What follows belongs to an exercise in optimizing a design on an open flow for small area; a production flow would make more cautious choices.
Only simulation tests tie the RTL to the original design; equivalence was not proved.
No activity file was given, so power comes from the tool's default toggle rates.

==> flow/design.v <==
package sidPkg;
  typedef enum logic [1:0] {
    modeBypass   = 2'd0,   
    modeLowpass  = 2'd1,   
    modeHighpass = 2'd2    
  } filterMode_t;
  typedef logic signed [15:0] sample_t;   
  typedef logic signed [16:0] wide_t;     
  typedef logic signed [11:0] voice_t;    
  function automatic wide_t satWide(input logic signed [17:0] x);
    if (x[17] != x[16]) begin
      satWide = x[17] ? 17'h10000 : 17'h0ffff;   
    end else begin
      satWide = x[16:0];
    end
  endfunction
endpackage
`timescale 1ns/1ps
module sidAudioPath (
  input  logic                   clk,
  input  logic                   rst,
  input  logic                   sampleValid,
  input  sidPkg::voice_t         voice0,
  input  sidPkg::voice_t         voice1,
  input  sidPkg::voice_t         voice2,
  input  logic [7:0]             env0,
  input  logic [7:0]             env1,
  input  logic [7:0]             env2,
  input  logic [3-1:0] filterRoute,
  input  sidPkg::filterMode_t    mode,
  input  logic [15:0]            coef,
  input  logic [3:0]             volume,
  output sidPkg::sample_t        audioOut,
  output logic                   audioValid
);
  logic [11:0] v0, v1, v2;
  logic [7:0]  e0, e1, e2;    
  logic [2:0]  route;
  logic        busy;
  logic [4:0]  step;
  logic signed [15:0] H;      
  logic signed [17:0] acc;    
  logic signed [15:0] lp;     
  logic [1:0] nF;             
  logic [4:0] xStep, pStep, dRel;
  logic       inF, inFilt, isP, inD, inVol, isVoice;
  logic       opFirst, accStep, filtLast, cStep;
  logic [1:0] ord;            
  logic [2:0] grp;            
  logic [1:0] vIdx;
  logic [2:0] filtPair;
  assign nF      = {1'b0, route[0]} + {1'b0, route[1]} + {1'b0, route[2]};
  assign xStep   = {1'b0, nF, 2'b00};
  assign pStep   = xStep + 5'd9;
  assign dRel    = step - xStep - 5'd10;
  assign inF     = step < xStep;
  assign inFilt  = (step > xStep) && (step < pStep);
  assign isP     = step == pStep;
  assign inD     = (step > pStep) && (step < 5'd22);
  assign inVol   = step >= 5'd22;
  assign isVoice = inF | inD;
  assign cStep   = step == pStep + 5'd1;
  assign filtLast = step == pStep - 5'd1;
  assign accStep = ((step[1:0] == 2'd0) && (step != 5'd0) && (step <= xStep)) ||
                   ((dRel[1:0] == 2'd0) && (step >= pStep + 5'd5) && (step <= 5'd22));
  assign ord     = inF ? step[3:2] : dRel[3:2];
  assign grp     = inF ? route : ~route;
  assign opFirst = (inF & (step[1:0] == 2'd0)) | (inD & (dRel[1:0] == 2'd0)) |
                   (step == xStep + 5'd1) | (step == 5'd22);
  assign filtPair = step[2:0] - 3'd1 - {nF[0], 2'b00};   
  always_comb begin
    case (ord)
      2'd0:    vIdx = grp[0] ? 2'd0 : (grp[1] ? 2'd1 : 2'd2);
      2'd1:    vIdx = (grp[0] & grp[1]) ? 2'd1 : 2'd2;
      default: vIdx = 2'd2;
    endcase
  end
  logic signed [17:0] aOp, bOp, sum;
  logic               cin;
  logic signed [15:0] clip;
  always_comb begin
    aOp = isP ? {{2{lp[15]}}, lp} : acc;
    bOp = '0;
    cin = 1'b0;
    if (accStep | isP) begin
      bOp = {{2{H[15]}}, H};
    end else if (inFilt) begin
      bOp = ~{{2{lp[15]}}, lp};
      cin = 1'b1;
    end
  end
  rca #(18) aluAdd (.a(aOp), .b(bOp), .cin(cin), .s(sum));
  always_comb begin
    if (!sum[17] && (sum[16] || sum[15]))      clip = 16'sh7fff;
    else if (sum[17] && !(sum[16] && sum[15])) clip = 16'sh8000;
    else                                       clip = sum[15:0];
  end
  logic [11:0]        vSel;
  logic [7:0]         eSel;
  logic signed [15:0] M;
  logic [1:0]         bits;
  logic signed [15:0] hEff;
  logic signed [17:0] mExt, row1, engSum;
  logic signed [15:0] engOut;
  always_comb begin
    case (vIdx)
      2'd0:    begin vSel = v0; eSel = e0; end
      2'd1:    begin vSel = v1; eSel = e1; end
      default: begin vSel = v2; eSel = e2; end
    endcase
  end
  always_comb begin
    if (inF)         bits = eSel[1:0];
    else if (inD)    bits = eSel[5:4];            
    else if (inFilt) bits = coef[2*filtPair +: 2];
    else if (inVol)  bits = step[0] ? volume[3:2] : volume[1:0];
    else             bits = 2'b00;
  end
  assign M      = isVoice ? {vSel, 4'b0000} : clip;
  assign hEff   = opFirst ? 16'sd0 : H;
  assign mExt   = {{2{M[15]}}, M};
  rca #(18) engAdd1 (.a({{2{hEff[15]}}, hEff}), .b(bits[0] ? mExt : 18'sd0), .cin(1'b0), .s(row1));
  rca #(18) engAdd2 (.a(row1), .b(bits[1] ? {mExt[16:0], 1'b0} : 18'sd0), .cin(1'b0), .s(engSum));
  assign engOut = engSum[17:2];
  always_ff @(posedge clk) begin
    if (sampleValid) begin
      v0    <= voice0;
      v1    <= voice1;
      v2    <= voice2;
      route <= filterRoute;
    end
    if (sampleValid) begin
      e0 <= env0;
      e1 <= env1;
      e2 <= env2;
    end else begin
      e0 <= {e0[1:0], e0[7:2]};
      e1 <= {e1[1:0], e1[7:2]};
      e2 <= {e2[1:0], e2[7:2]};
    end
    H <= engOut;
  end
  always_ff @(posedge clk) begin
    if (sampleValid) begin
      acc <= '0;
    end else if (accStep) begin
      acc <= sum;
    end else if ((filtLast & (mode == 2'd2)) | (isP & (mode == 2'd1)) |
                 (cStep & (mode[0] == mode[1]))) begin
      acc <= {{2{clip[15]}}, clip};
    end
  end
  always_ff @(posedge clk) begin
    if (rst) begin
      busy       <= 1'b0;
      step       <= '0;
      audioValid <= 1'b0;
      lp         <= '0;
    end else begin
      audioValid <= busy & (step == 5'd22);
      if (sampleValid) begin
        busy <= 1'b1;
        step <= '0;
      end else if (busy) begin
        step <= step + 5'd1;
        if (step == 5'd23) busy <= 1'b0;
      end
      if (busy & isP) lp <= clip;
    end
  end
  assign audioOut = engOut;
endmodule
module rca #(parameter int W = 16) (
  input  logic [W-1:0] a,
  input  logic [W-1:0] b,
  input  logic         cin,
  output logic [W-1:0] s
);
  logic [W:0] c;
  assign c[0] = cin;
  for (genvar i = 0; i < W; i++) begin : gBit
    assign s[i]   = a[i] ^ b[i] ^ c[i];
    assign c[i+1] = (a[i] & b[i]) | (a[i] & c[i]) | (b[i] & c[i]);
  end
endmodule
==> flow/config.mk <==
export PLATFORM = sky130hd
export DESIGN_NAME = sidAudioPath
export DESIGN_NICKNAME = sidAudioPath
export VERILOG_FILES = /design/flow/design.v
export SDC_FILE = /design/flow/constraint.sdc
export NUM_CORES = 4
export LEC_CHECK = 0
export CAP_MARGIN = 0
export CORE_MARGIN = 2
export CORE_UTILIZATION = 40
export CTS_BUF_LIST = sky130_fd_sc_hd__clkbuf_4
export SLEW_MARGIN = 0
==> flow/constraint.sdc <==
create_clock -name core_clock -period 25.0 [get_ports {clk}]
set_input_delay 5.0000 -clock core_clock [delete_from_list [all_inputs] [get_ports {clk}]]
set_output_delay 5.0000 -clock core_clock [all_outputs]
set_load 0.01 [all_outputs]
standard.sh (not shown) runs the stock make flow with config.mk's settings and CLKGATE_MAP_FILE= SYNTH_SCRIPT=/design/flow/synth_recipe.tcl, a recipe that flattens the netlist after the stock synthesis.
==> flow/flow/run.sh <==
#!/bin/bash
# Standard ORFS layout (standard.sh) with two placement/CTS arguments changed:
#  - port buffers use the smallest buffer, sky130_fd_sc_hd__buf_1 (every port is still buffered)
#  - clock tree synthesis with clkbuf_4 and without dummy loads
set -euo pipefail
export BUFFER_PORTS_ARGS="-buffer_cell sky130_fd_sc_hd__buf_1"
export CTS_ARGS="-sink_clustering_enable -repair_clock_nets -buf_list sky130_fd_sc_hd__clkbuf_4 -dont_use_dummy_load"
bash standard.sh finish > flow_make.log 2>&1
Edit:
--- a/flow/design.v
+++ b/flow/design.v
@@ -72,32 +72,35 @@
     case (ord)
       2'd0:    vIdx = grp[0] ? 2'd0 : (grp[1] ? 2'd1 : 2'd2);
       2'd1:    vIdx = (grp[0] & grp[1]) ? 2'd1 : 2'd2;
       default: vIdx = 2'd2;
     endcase
   end
-  logic signed [17:0] aOp, bOp, sum;
-  logic               cin;
+  logic signed [17:0] aOp, bOp, sum, res;
+  logic               cin, zero, clipOn;
   logic signed [15:0] clip;
+  assign zero   = rst | sampleValid;
+  assign clipOn = ~accStep | inVol;
   always_comb begin
-    aOp = isP ? {{2{lp[15]}}, lp} : acc;
+    aOp = (isP | zero) ? {{2{lp[15]}}, lp} : acc;
     bOp = '0;
     cin = 1'b0;
-    if (accStep | isP) begin
-      bOp = {{2{H[15]}}, H};
-    end else if (inFilt) begin
+    if (zero | inFilt) begin
       bOp = ~{{2{lp[15]}}, lp};
       cin = 1'b1;
+    end else if (accStep | isP) begin
+      bOp = {{2{H[15]}}, H};
     end
   end
   rca #(18) aluAdd (.a(aOp), .b(bOp), .cin(cin), .s(sum));
   always_comb begin
-    if (!sum[17] && (sum[16] || sum[15]))      clip = 16'sh7fff;
-    else if (sum[17] && !(sum[16] && sum[15])) clip = 16'sh8000;
-    else                                       clip = sum[15:0];
+    if (clipOn && !sum[17] && (sum[16] || sum[15]))      res = 18'sh07fff;
+    else if (clipOn && sum[17] && !(sum[16] && sum[15])) res = -18'sh08000;
+    else                                                 res = sum;
   end
+  assign clip = res[15:0];
   logic [11:0]        vSel;
   logic [7:0]         eSel;
   logic signed [15:0] M;
   logic [1:0]         bits;
   logic signed [15:0] hEff;
   logic signed [17:0] mExt, row1, engSum;
@@ -138,38 +141,35 @@
       e1 <= {e1[1:0], e1[7:2]};
       e2 <= {e2[1:0], e2[7:2]};
     end
     H <= engOut;
   end
   always_ff @(posedge clk) begin
-    if (sampleValid) begin
-      acc <= '0;
-    end else if (accStep) begin
-      acc <= sum;
-    end else if ((filtLast & (mode == 2'd2)) | (isP & (mode == 2'd1)) |
-                 (cStep & (mode[0] == mode[1]))) begin
-      acc <= {{2{clip[15]}}, clip};
+    if (sampleValid | accStep | (filtLast & (mode == 2'd2)) | (isP & (mode == 2'd1)) |
+        (cStep & (mode[0] == mode[1]))) begin
+      acc <= res;
     end
   end
   always_ff @(posedge clk) begin
     if (rst) begin
       busy       <= 1'b0;
       step       <= '0;
       audioValid <= 1'b0;
-      lp         <= '0;
     end else begin
       audioValid <= busy & (step == 5'd22);
       if (sampleValid) begin
         busy <= 1'b1;
         step <= '0;
       end else if (busy) begin
         step <= step + 5'd1;
         if (step == 5'd23) busy <= 1'b0;
       end
-      if (busy & isP) lp <= clip;
     end
+  end
+  always_ff @(posedge clk) begin
+    if (rst | (busy & isP)) lp <= clip;
   end
   assign audioOut = engOut;
 endmodule
 module rca #(parameter int W = 16) (
   input  logic [W-1:0] a,
   input  logic [W-1:0] b,
Global-route usage fell by 1.5 points.
Combinational power grows to 2.6 times its value.
Utilization is higher by 1.6 points.
Setup slack loses 690 ps.
Clock-buffer cell count stays the same.
Hold slack gets worse by 3.1 ps.
Cell area went down slightly.
Non-clock buffer count grows by 13.
Power goes up by well over a third.
Synthesized area decreases by a few percent.
Register-to-register slack is better by 1500 ps.
Routed wire length went down by roughly a tenth.
First-iteration DRC count fell by a quarter to a third.
Die area goes down by a few percent.

[port drivers added, routing unchanged]
The results above use ideal ports. As a check the final layouts listed here were re-extracted and re-timed, cells and wires unchanged. Step 1: set_driving_cell puts a clkbuf_16 on clk and a buf_2 on each other input, an assumption about the parent block. Step 2 also shifts input and output timing later by t, the mid clock arrival at the registers, as if the neighbouring blocks saw the same clock. a / b / c = ideal ports / drivers / drivers and shift; a / b = the first two.
run | shift t [ns] | slack for setup (ns) | worst setup path after step 2
the first run | 0.552 | 1.186 / 1.147 / 1.699 | register to output
the second run | 0.526 | 0.501 / 0.477 / 0.477 | input to output
After both steps every run listed still meets setup and hold. For the second run, which loses most, drivers alone change the setup slack by -0.024 ns; drivers and shift together by -0.024 ns.
